Background: an optimization exercise with open tools, aiming at small area. Do not read the settings as production practice. Where RTL was checked, it was by simulation tests only, not by an equivalence proof against the original. The flow treats the clock pin as an ideal source, which a real chip does not have. No activity file was given, so power comes from the tool's default toggle rates.

## quartz
==> flow/design.v <==
package pq_pkg;
    typedef enum logic [1:0] {
        IDLE = 2'b00,
        INS  = 2'b01,
        REM  = 2'b10
    } ctrl_state_t;
endpackage
`timescale 1ns/100ps
module value_router (
    input  logic [32-1:0] slot_key,
    input  logic [32-1:0] carry_n,
    input  logic                  compare_en,
    input  logic                  force_swap,
    output logic                  swap
);
    localparam int HALF = 32 / 2;
    logic ge_lo, ge_hi0, ge_hi1, ge;
    always_comb begin
        ge_lo  = 1'b1;
        ge_hi0 = 1'b0;
        ge_hi1 = 1'b1;
        for (int i = 0; i < HALF; i++) begin
            ge_lo = (slot_key[i] & carry_n[i]) | (ge_lo & (slot_key[i] | carry_n[i]));
        end
        for (int i = HALF; i < 32; i++) begin
            ge_hi0 = (slot_key[i] & carry_n[i]) | (ge_hi0 & (slot_key[i] | carry_n[i]));
            ge_hi1 = (slot_key[i] & carry_n[i]) | (ge_hi1 & (slot_key[i] | carry_n[i]));
        end
        ge = ge_lo ? ge_hi1 : ge_hi0;
    end
    assign swap = force_swap | (compare_en & ~ge);
endmodule
`timescale 1ns/100ps
module queue_bram (
    input  logic                  clk,
    input  logic                  load,
    input  logic [32-1:0] load_data,
    input  logic                  swap,
    output logic [32-1:0] head,
    output logic [32-1:0] carry_n
);
    localparam int RING = 16 - 1;
    logic [32-1:0] ring [RING];
    logic [32-1:0] carry;
    assign head  = ring[0];
    assign carry = ~carry_n;
    always_ff @(posedge clk) begin
        for (int i = 0; i < RING - 1; i++) ring[i] <= ring[i+1];
        ring[RING-1] <= swap ? carry : ring[0];
    end
    logic sel_load, sel_swap, sel_hold;
    assign sel_load = load;
    assign sel_swap = swap;
    assign sel_hold = ~(swap | load);
    always_ff @(posedge clk) begin
        carry_n <= ~(({32{sel_load}} & load_data)
                   | ({32{sel_swap}} & ring[0])
                   | ({32{sel_hold}} & carry));
    end
endmodule
`timescale 1ns/100ps
module queue_controller (
    input  logic       clk,
    input  logic       reset,
    input  logic       insert,
    input  logic       remove,
    output logic       load,
    output logic       compare_en,
    output logic       force_swap,
    output logic       busy,
    output logic       full,
    output logic       empty,
    output logic       data_valid
);
    localparam logic [3:0] S0   = 4'b0001;
    localparam logic [3:0] S14  = 4'b1000;
    localparam logic [3:0] ZERO = 4'b0000;
    logic       st_ins;
    logic       st_alt;
    logic [3:0] ofs;
    logic [3:0] cnt;
    logic       cnt_full;
    logic idle, ins_wait, ins_run, rem;
    logic start_ins, acc_rem, at_head, at_last, at_cnt, active, done;
    logic cnt_last, cnt_zero;
    assign idle     = !st_ins && !st_alt;
    assign ins_wait = st_ins && !st_alt;
    assign ins_run  = st_ins && st_alt;
    assign rem      = !st_ins && st_alt;
    assign full     = cnt_full;
    assign empty    = (cnt == S0);
    assign busy     = !idle;
    assign at_head  = (ofs == S0);
    assign at_last  = (ofs == S14);
    assign at_cnt   = (ofs == cnt);
    assign cnt_last = (cnt == S14);
    assign cnt_zero = (cnt == ZERO);
    assign load     = idle && !full;
    assign start_ins = load && insert;
    assign acc_rem  = idle && remove && !insert && !empty;
    assign data_valid = rem && at_head;
    assign active     = ins_run || (ins_wait && at_head);
    assign done       = active && (at_cnt || at_last);
    assign compare_en = active;
    assign force_swap = (active && at_cnt) || (data_valid && full);
    always_ff @(posedge clk) begin
        if (reset) begin
            st_ins   <= 1'b0;
            st_alt   <= 1'b0;
            ofs      <= S0;
            cnt      <= S0;
            cnt_full <= 1'b0;
        end else begin
            st_ins <= start_ins || (st_ins && !done);
            st_alt <= acc_rem || (rem && !data_valid) || (active && !done);
            ofs <= data_valid ? S0 : {ofs[2:0], ofs[3] ^ ofs[2]};
            if (done) begin
                cnt <= {cnt[2:0], (cnt[3] ^ cnt[2]) && !cnt_last};
                if (cnt_zero) cnt_full <= 1'b1;
            end else if (data_valid) begin
                if (cnt_full) cnt_full <= 1'b0;
                else          cnt <= {(cnt[0] ^ cnt[3]) || cnt_zero, cnt[3:1]};
            end
        end
    end
endmodule
`timescale 1ns/100ps
module priority_queue_top (
    input  logic                  clk,
    input  logic                  reset,
    input  logic                  insert,
    input  logic [32-1:0] insert_data,
    input  logic                  remove,
    output logic                  busy,
    output logic                  full,
    output logic                  empty,
    output logic [32-1:0] data_out,
    output logic                  data_valid
);
    logic                  load;
    logic                  compare_en;
    logic                  force_swap;
    logic                  swap;
    logic [32-1:0] head;
    logic [32-1:0] carry_n;
    queue_controller u_ctrl (
        .clk        (clk),
        .reset      (reset),
        .insert     (insert),
        .remove     (remove),
        .load       (load),
        .compare_en (compare_en),
        .force_swap (force_swap),
        .busy       (busy),
        .full       (full),
        .empty      (empty),
        .data_valid (data_valid)
    );
    value_router u_router (
        .slot_key   (head),
        .carry_n    (carry_n),
        .compare_en (compare_en),
        .force_swap (force_swap),
        .swap       (swap)
    );
    queue_bram u_bram (
        .clk       (clk),
        .load      (load),
        .load_data (insert_data),
        .swap      (swap),
        .head      (head),
        .carry_n   (carry_n)
    );
    assign data_out = head;
endmodule
==> flow/config.mk <==
export PLATFORM = sky130hd
export DESIGN_NAME = priority_queue_top
export DESIGN_NICKNAME = priority_queue_top
export VERILOG_FILES = /design/flow/design.v
export SDC_FILE = /design/flow/constraint.sdc
export NUM_CORES = 4
export LEC_CHECK = 0
export CAP_MARGIN = 20
export CORE_MARGIN = 2
export CORE_UTILIZATION = 70
export PLACE_DENSITY = 0.8
export SLEW_MARGIN = 20
==> flow/constraint.sdc <==
create_clock -name core_clock -period 6.0 [get_ports {clk}]
set_input_delay 1.2000 -clock core_clock [delete_from_list [all_inputs] [get_ports {clk}]]
set_output_delay 1.2000 -clock core_clock [all_outputs]
set_load 0.01 [all_outputs]
standard.sh (not shown) runs the stock make flow with config.mk's settings and CLKGATE_MAP_FILE= SYNTH_SCRIPT=/design/flow/synth_recipe.tcl, a recipe that flattens the netlist after the stock synthesis.
==> flow/flow/run.sh <==
#!/bin/bash
# Standard layout with four changes: synthesis maps the logic with an
# area-oriented ABC script, the port buffers use the smallest buffer cell,
# the clock tree uses small clkbuf_4 leaves without dummy loads (upsized
# where a leaf's flip-flops would see a slow clock edge), and cells
# with slack to spare are sized down after placement.
set -euo pipefail
here=$(pwd)
# ORFS scripts as shipped, but with ABC's mapping script replaced
cp -r "$FLOW_HOME/scripts" "$here/orfs_scripts"
cp "$here/flow/abc_area.script" "$here/orfs_scripts/abc_speed.script"
export SCRIPTS_DIR="$here/orfs_scripts"
export BUFFER_PORTS_ARGS="-buffer_cell sky130_fd_sc_hd__buf_1"
export CTS_ARGS="-sink_clustering_enable -repair_clock_nets -sink_clustering_size 12 -sink_clustering_max_diameter 35 -buf_list sky130_fd_sc_hd__clkbuf_4 -dont_use_dummy_load"
export POST_RESIZE_TCL="$here/flow/downsize.tcl"
export POST_CTS_TCL="$here/flow/clock_fix.tcl"
bash standard.sh > standard.log 2>&1
==> flow/flow/abc_area.script <==
strash
dc2
&get -n
&dch -f
&nf -a -R 1000
&put
topo
stime -c
==> flow/flow/clock_fix.tcl <==
estimate_parasitics -placement
set fixed 0
foreach inst [get_cells clkbuf_*] {
  if {[get_property $inst ref_name] ne "sky130_fd_sc_hd__clkbuf_4"} { continue }
  set worst 0
  foreach pin [get_pins -of_objects $inst -filter "direction==output"] {
    foreach load [get_pins -of_objects [get_nets -of_objects $pin] -filter "direction==input"] {
      set s [get_property $load slew_max]
      if {$s > $worst} { set worst $s }
    }
  }
  if {$worst > 0.110} {
    replace_cell $inst sky130_fd_sc_hd__clkbuf_8
    incr fixed
  }
}
puts "clock_fix: upsized $fixed clock buffers"
if {$fixed > 0} {
  detailed_placement
  check_placement -verbose
  estimate_parasitics -placement
}
==> flow/flow/downsize.tcl <==
# Size down cells that have slack to spare
log_cmd repair_timing -recover_power 100
#### Input delta (yarrow over quartz)
-- flow/flow/run.sh --
<<< quartz, line 4
# the clock tree uses small clkbuf_4 leaves without dummy loads (upsized
# where a leaf's flip-flops would see a slow clock edge), and cells
>>> yarrow, line 4
# the clock tree uses small clkbuf_4 leaves without dummy loads, and cells
<<< quartz, line 14
export CTS_ARGS="-sink_clustering_enable -repair_clock_nets -sink_clustering_size 12 -sink_clustering_max_diameter 35 -buf_list sky130_fd_sc_hd__clkbuf_4 -dont_use_dummy_load"
>>> yarrow, line 13
export CTS_ARGS="-sink_clustering_enable -repair_clock_nets -sink_clustering_size 11 -sink_clustering_max_diameter 40 -buf_list sky130_fd_sc_hd__clkbuf_4 -dont_use_dummy_load"
<<< quartz, line 16
export POST_CTS_TCL="$here/flow/clock_fix.tcl"
>>> yarrow, line 15
removed: flow/flow/clock_fix.tcl
- yarrow vs quartz on worst setup slack after layout: yarrow is the higher one.
- Compared quartz against yarrow; ratio of cells with drive above 1 in the final layout within noise.
- Sort yarrow and quartz by sequential share of layout area asc -> top: quartz
- | relative area of clock buffers and inverters in the final design | higher: quartz |
- Looking at yarrow and quartz, the data required time of the critical path is a wash.
- Diff quartz -> yarrow | global-route wire length before repair | decrease of about 2.3%
- Against quartz as the reference, yarrow delivers a lower post-synthesis to final-layout area growth.
For zinc, these inputs were changed with respect to yarrow:
# yarrow
export LEC_CHECK = 0
export CAP_MARGIN = 20
export CORE_MARGIN = 2
export CORE_UTILIZATION = 70
export PLACE_DENSITY = 0.8
export SLEW_MARGIN = 20
create_clock -name core_clock -period 6.0 [get_ports {clk}]
# zinc
export LEC_CHECK = 0
export CAP_MARGIN = 20
export CORE_MARGIN = 2
export CORE_UTILIZATION = 60
export PLACE_DENSITY = 0.7
export SLEW_MARGIN = 20
create_clock -name core_clock -period 6.0 [get_ports {clk}]
==> comparison <==
The higher met3 routing resource usage after global routing of yarrow and zinc is in yarrow. Global routing usage on met1 ended up 4.1 points lower on zinc than on yarrow. Non-clock buffer contribution to total cell area across yarrow and zinc: no real change.
Input-level comparison between lagoon and zinc:
# zinc
export LEC_CHECK = 0
export CAP_MARGIN = 20
export CORE_MARGIN = 2
export CORE_UTILIZATION = 60
export PLACE_DENSITY = 0.7
export SLEW_MARGIN = 20
create_clock -name core_clock -period 6.0 [get_ports {clk}]
# lagoon
export LEC_CHECK = 0
export CAP_MARGIN = 20
export CORE_MARGIN = 2
export CORE_UTILIZATION = 70
export PLACE_DENSITY = 0.8
export SLEW_MARGIN = 20
create_clock -name core_clock -period 6.0 [get_ports {clk}]
-- flow/flow/run.sh --
<<< zinc, line 13
export CTS_ARGS="-sink_clustering_enable -repair_clock_nets -sink_clustering_size 11 -sink_clustering_max_diameter 40 -buf_list sky130_fd_sc_hd__clkbuf_4 -dont_use_dummy_load"
>>> lagoon, line 13
export CTS_ARGS="-sink_clustering_enable -repair_clock_nets -sink_clustering_size 12 -sink_clustering_max_diameter 30 -buf_list sky130_fd_sc_hd__clkbuf_4 -dont_use_dummy_load"
## What came out
Detailed route, lagoon vs zinc: via total higher for lagoon. Compared with zinc, lagoon shows maximum clock skew at final layout lower by 0.0038 ns. Diff zinc..lagoon | complex-gate fraction of the synthesized area | unchanged. The critical path depth number comes out lower for lagoon vs zinc. Number of antenna violations at the first check in global routing: lagoon vs zinc down 1. What zinc reported for die area has to be multiplied by 0.861 to get the figure for lagoon. Changes observed in lagoon relative to zinc: area of the core saw a decrease; fraction of area in clock buffers and inverters saw little to no change; total detailed-routing wirelength saw an increase.
## Diff of input files: cedar against lagoon
# lagoon
export LEC_CHECK = 0
export CAP_MARGIN = 20
export CORE_MARGIN = 2
export CORE_UTILIZATION = 70
export PLACE_DENSITY = 0.8
export SLEW_MARGIN = 20
create_clock -name core_clock -period 6.0 [get_ports {clk}]
# cedar
export LEC_CHECK = 0
export CAP_MARGIN = 20
export CORE_MARGIN = 2
export CORE_UTILIZATION = 75
export PLACE_DENSITY = 0.85
export SLEW_MARGIN = 20
create_clock -name core_clock -period 6.0 [get_ports {clk}]
-- flow/flow/run.sh --
<<< lagoon, line 13
export CTS_ARGS="-sink_clustering_enable -repair_clock_nets -sink_clustering_size 12 -sink_clustering_max_diameter 30 -buf_list sky130_fd_sc_hd__clkbuf_4 -dont_use_dummy_load"
>>> cedar, line 13
export CTS_ARGS="-sink_clustering_enable -repair_clock_nets -sink_clustering_size 11 -sink_clustering_max_diameter 40 -buf_list sky130_fd_sc_hd__clkbuf_4 -dont_use_dummy_load"
## What came out
Compare lagoon and cedar | number of buffers and inverters on the critical path lower: cedar
Diff lagoon -> cedar: highest clock frequency the design can meet lower; global-route wire length before repair shows an increase of 7.7%.
Cmp lagoon and cedar / global routing met3 resource utilization / higher: cedar
Of lagoon and cedar, the higher wire length on met3 belongs to lagoon.
Relative to lagoon, the die outline width measured on cedar has decreased by a few percent.
Going from lagoon to cedar, the standard-cell row count was found to have gone down by 2.
Going from lagoon to cedar, overall power consumption grew slightly.
Total detailed-routing wirelength ended up 2.1 mm higher on cedar than on lagoon.
cedar | status: complete | timing, DRC, antenna: pass


Starts from the design.v that is shown in full above.
==> flow/config.mk <==
export PLATFORM = sky130hd
export DESIGN_NAME = priority_queue_top
export DESIGN_NICKNAME = priority_queue_top
export VERILOG_FILES = /design/flow/design.v
export SDC_FILE = /design/flow/constraint.sdc
export NUM_CORES = 4
export LEC_CHECK = 0
export CAP_MARGIN = 20
export CORE_MARGIN = 2
export CORE_UTILIZATION = 70
export PLACE_DENSITY = 0.8
export SLEW_MARGIN = 20
==> flow/constraint.sdc <==
create_clock -name core_clock -period 6.0 [get_ports {clk}]
set_input_delay 1.2000 -clock core_clock [delete_from_list [all_inputs] [get_ports {clk}]]
set_output_delay 1.2000 -clock core_clock [all_outputs]
set_load 0.01 [all_outputs]
==> flow/flow/run.sh <==
#!/bin/bash
# Standard layout with four changes: synthesis maps the logic with an
# area-oriented ABC script, the port buffers use the smallest buffer cell,
# the clock tree uses small clkbuf_4 leaves without dummy loads, and cells
# with slack to spare are sized down after placement.
set -euo pipefail
here=$(pwd)
# ORFS scripts as shipped, but with ABC's mapping script replaced
cp -r "$FLOW_HOME/scripts" "$here/orfs_scripts"
cp "$here/flow/abc_area.script" "$here/orfs_scripts/abc_speed.script"
export SCRIPTS_DIR="$here/orfs_scripts"
export BUFFER_PORTS_ARGS="-buffer_cell sky130_fd_sc_hd__buf_1"
export CTS_ARGS="-sink_clustering_enable -repair_clock_nets -sink_clustering_size 12 -sink_clustering_max_diameter 40 -buf_list sky130_fd_sc_hd__clkbuf_4 -dont_use_dummy_load"
export POST_RESIZE_TCL="$here/flow/downsize.tcl"
bash standard.sh > standard.log 2>&1
Scripts as last shown in full above: flow/flow/abc_area.script, flow/flow/downsize.tcl
==> next run, changes <==
--- a/flow/flow/run.sh
+++ b/flow/flow/run.sh
@@ -11,5 +11,5 @@
 export SCRIPTS_DIR="$here/orfs_scripts"
 export BUFFER_PORTS_ARGS="-buffer_cell sky130_fd_sc_hd__buf_1"
-export CTS_ARGS="-sink_clustering_enable -repair_clock_nets -sink_clustering_size 12 -sink_clustering_max_diameter 40 -buf_list sky130_fd_sc_hd__clkbuf_4 -dont_use_dummy_load"
+export CTS_ARGS="-sink_clustering_enable -repair_clock_nets -sink_clustering_size 11 -sink_clustering_max_diameter 40 -buf_list sky130_fd_sc_hd__clkbuf_4 -dont_use_dummy_load"
 export POST_RESIZE_TCL="$here/flow/downsize.tcl"
 bash standard.sh > standard.log 2>&1
Settings changed: GPL_ROUTABILITY_DRIVEN set to 0, GPL_TIMING_DRIVEN set to 0.
The new run passed the timing, DRC and antenna checks. Fmax decreases by about 15%. Hold slack got worse by 0.046 ns. Sequential power hardly moves. Wire length decreases by about 2.2%. Worst setup slack got worse by 0.84 ns. Design area increases by 0.47%.


Another version of the RTL of priority_queue_top (not shown whole).
Size in the first run: about 770 cells after synthesis, about 530 flip-flops, roughly 72 I/O pins.
clock: 6.0 ns
lec_check: 0
cap_margin: 20
core_margin: 2
core_utilization: 70
cts_buf_list: sky130_fd_sc_hd__clkbuf_16
cts_cluster_diameter: 50
cts_cluster_size: 30
place_density: 0.8
slew_margin: 20
run.sh (not shown) runs the stock make flow with config.mk's settings and CLKGATE_MAP_FILE= SYNTH_SCRIPT=/design/flow/synth_recipe.tcl, a recipe that flattens the netlist after the stock synthesis.
Stock flow here: none of the scripts above is used.
Edit:
CTS_BUF_LIST = sky130_fd_sc_hd__clkbuf_8   (was sky130_fd_sc_hd__clkbuf_16)
CTS_CLUSTER_DIAMETER = 35   (was 50)
CTS_CLUSTER_SIZE = 22   (was 30)
Fmax went up by 1.3%; setup slack gets better by 0.045 ns; total power drops by 0.52%; wire length goes down by 5.4%; clock power is about the same; count of clock-buffer cells in the layout is higher by 21; area after synthesis stays the same.
Edit:
==> flow/flow/run.sh (new file) <==
#!/bin/bash
# Standard layout, with the port buffers taken from the smallest buffer cell.
set -euo pipefail
export BUFFER_PORTS_ARGS="-buffer_cell sky130_fd_sc_hd__buf_1"
bash standard.sh > standard.log 2>&1
==> flow/standard.sh (new file) <==
#!/bin/bash
# synth_recipe.tcl (not shown) runs the flow's synth.tcl, then flattens the netlist and writes it again
# the make line also repeats each setting of config.mk as NAME=value (left out here)
make -C /OpenROAD-flow-scripts/flow DESIGN_CONFIG=/design/flow/config.mk WORK_HOME=/design/flow/orfs CLKGATE_MAP_FILE= SYNTH_SCRIPT=/design/flow/synth_recipe.tcl "${@:-finish}"
CTS_CLUSTER_DIAMETER = 40   (was 35)
CTS_CLUSTER_SIZE = 18   (was 22)
removed: flow/run.sh
Effect: Clock-buffer cell count decreases by 7; setup slack improved by 0.30 ns; die area does not change; first-iteration DRC count increases slightly; maximum frequency increases by roughly a tenth.
Edit:
==> flow/run.sh (new file) <==
#!/bin/bash
# synth_recipe.tcl (not shown) runs the flow's synth.tcl, then flattens the netlist and writes it again
# the make line also repeats each setting of config.mk as NAME=value (left out here)
make -C /OpenROAD-flow-scripts/flow DESIGN_CONFIG=/design/flow/config.mk WORK_HOME=/design/flow/orfs CLKGATE_MAP_FILE= SYNTH_SCRIPT=/design/flow/synth_recipe.tcl finish
removed: flow/flow/run.sh
removed: flow/standard.sh
Sequential power barely changes.
Via count climbs by 2.0%.
Final area went up by 4.0%.
Utilization grows by 3.2 points.
No functional check of the RTL was part of any run of this note.

## port drivers added, routing unchanged
In the flow no input, the clock included, has a driving cell. The finished layouts below were timed again as built, in two steps. Step 1, drivers: a clkbuf_16 drives clk and a buf_2 each remaining input, both assumed. Step 2, shift: input delay + t, output delay - t, t = (earliest + latest rising clock arrival at the registers) / 2. This alone moves slack from input paths to output paths. Three values: ideal, step 1, step 2; two values: the first two.
| run | t, ns | setup slack, ns | worst setup path at the end |
|---|---|---|---|
| quartz | 0.638 | 1.192 / 1.192 / 1.192 | register to register |
| yarrow | 0.700 | 1.371 / 1.371 / 1.371 | register to register |
| zinc | 0.690 | 1.203 / 1.203 / 1.203 | register to register |
| lagoon | 0.700 | 1.309 / 1.309 / 1.309 | register to register |
| cedar | 0.676 | 0.496 / 0.496 / 0.496 | register to register |
| the first run of note 2 | 0.688 | 1.379 / 1.379 / 1.379 | register to register |
| the second run of note 2 | 0.673 | 0.543 / 0.543 / 0.543 | register to register |
| the first run of note 3 | 0.607 | 2.619 / 2.619 / 2.256 | input to register |
| the second run of note 3 | 0.599 | 2.663 / 2.621 / 2.319 | input to register |
| the third run of note 3 | 0.581 | 2.960 / 2.960 / 2.960 | register to register |
| the fourth run of note 3 | 0.595 | 2.660 / 2.620 / 2.325 | input to register |
After both steps every run listed still meets setup and hold. For the first run of note 3, which loses most, drivers alone change the setup slack by 0.000 ns; drivers and shift together by -0.363 ns.
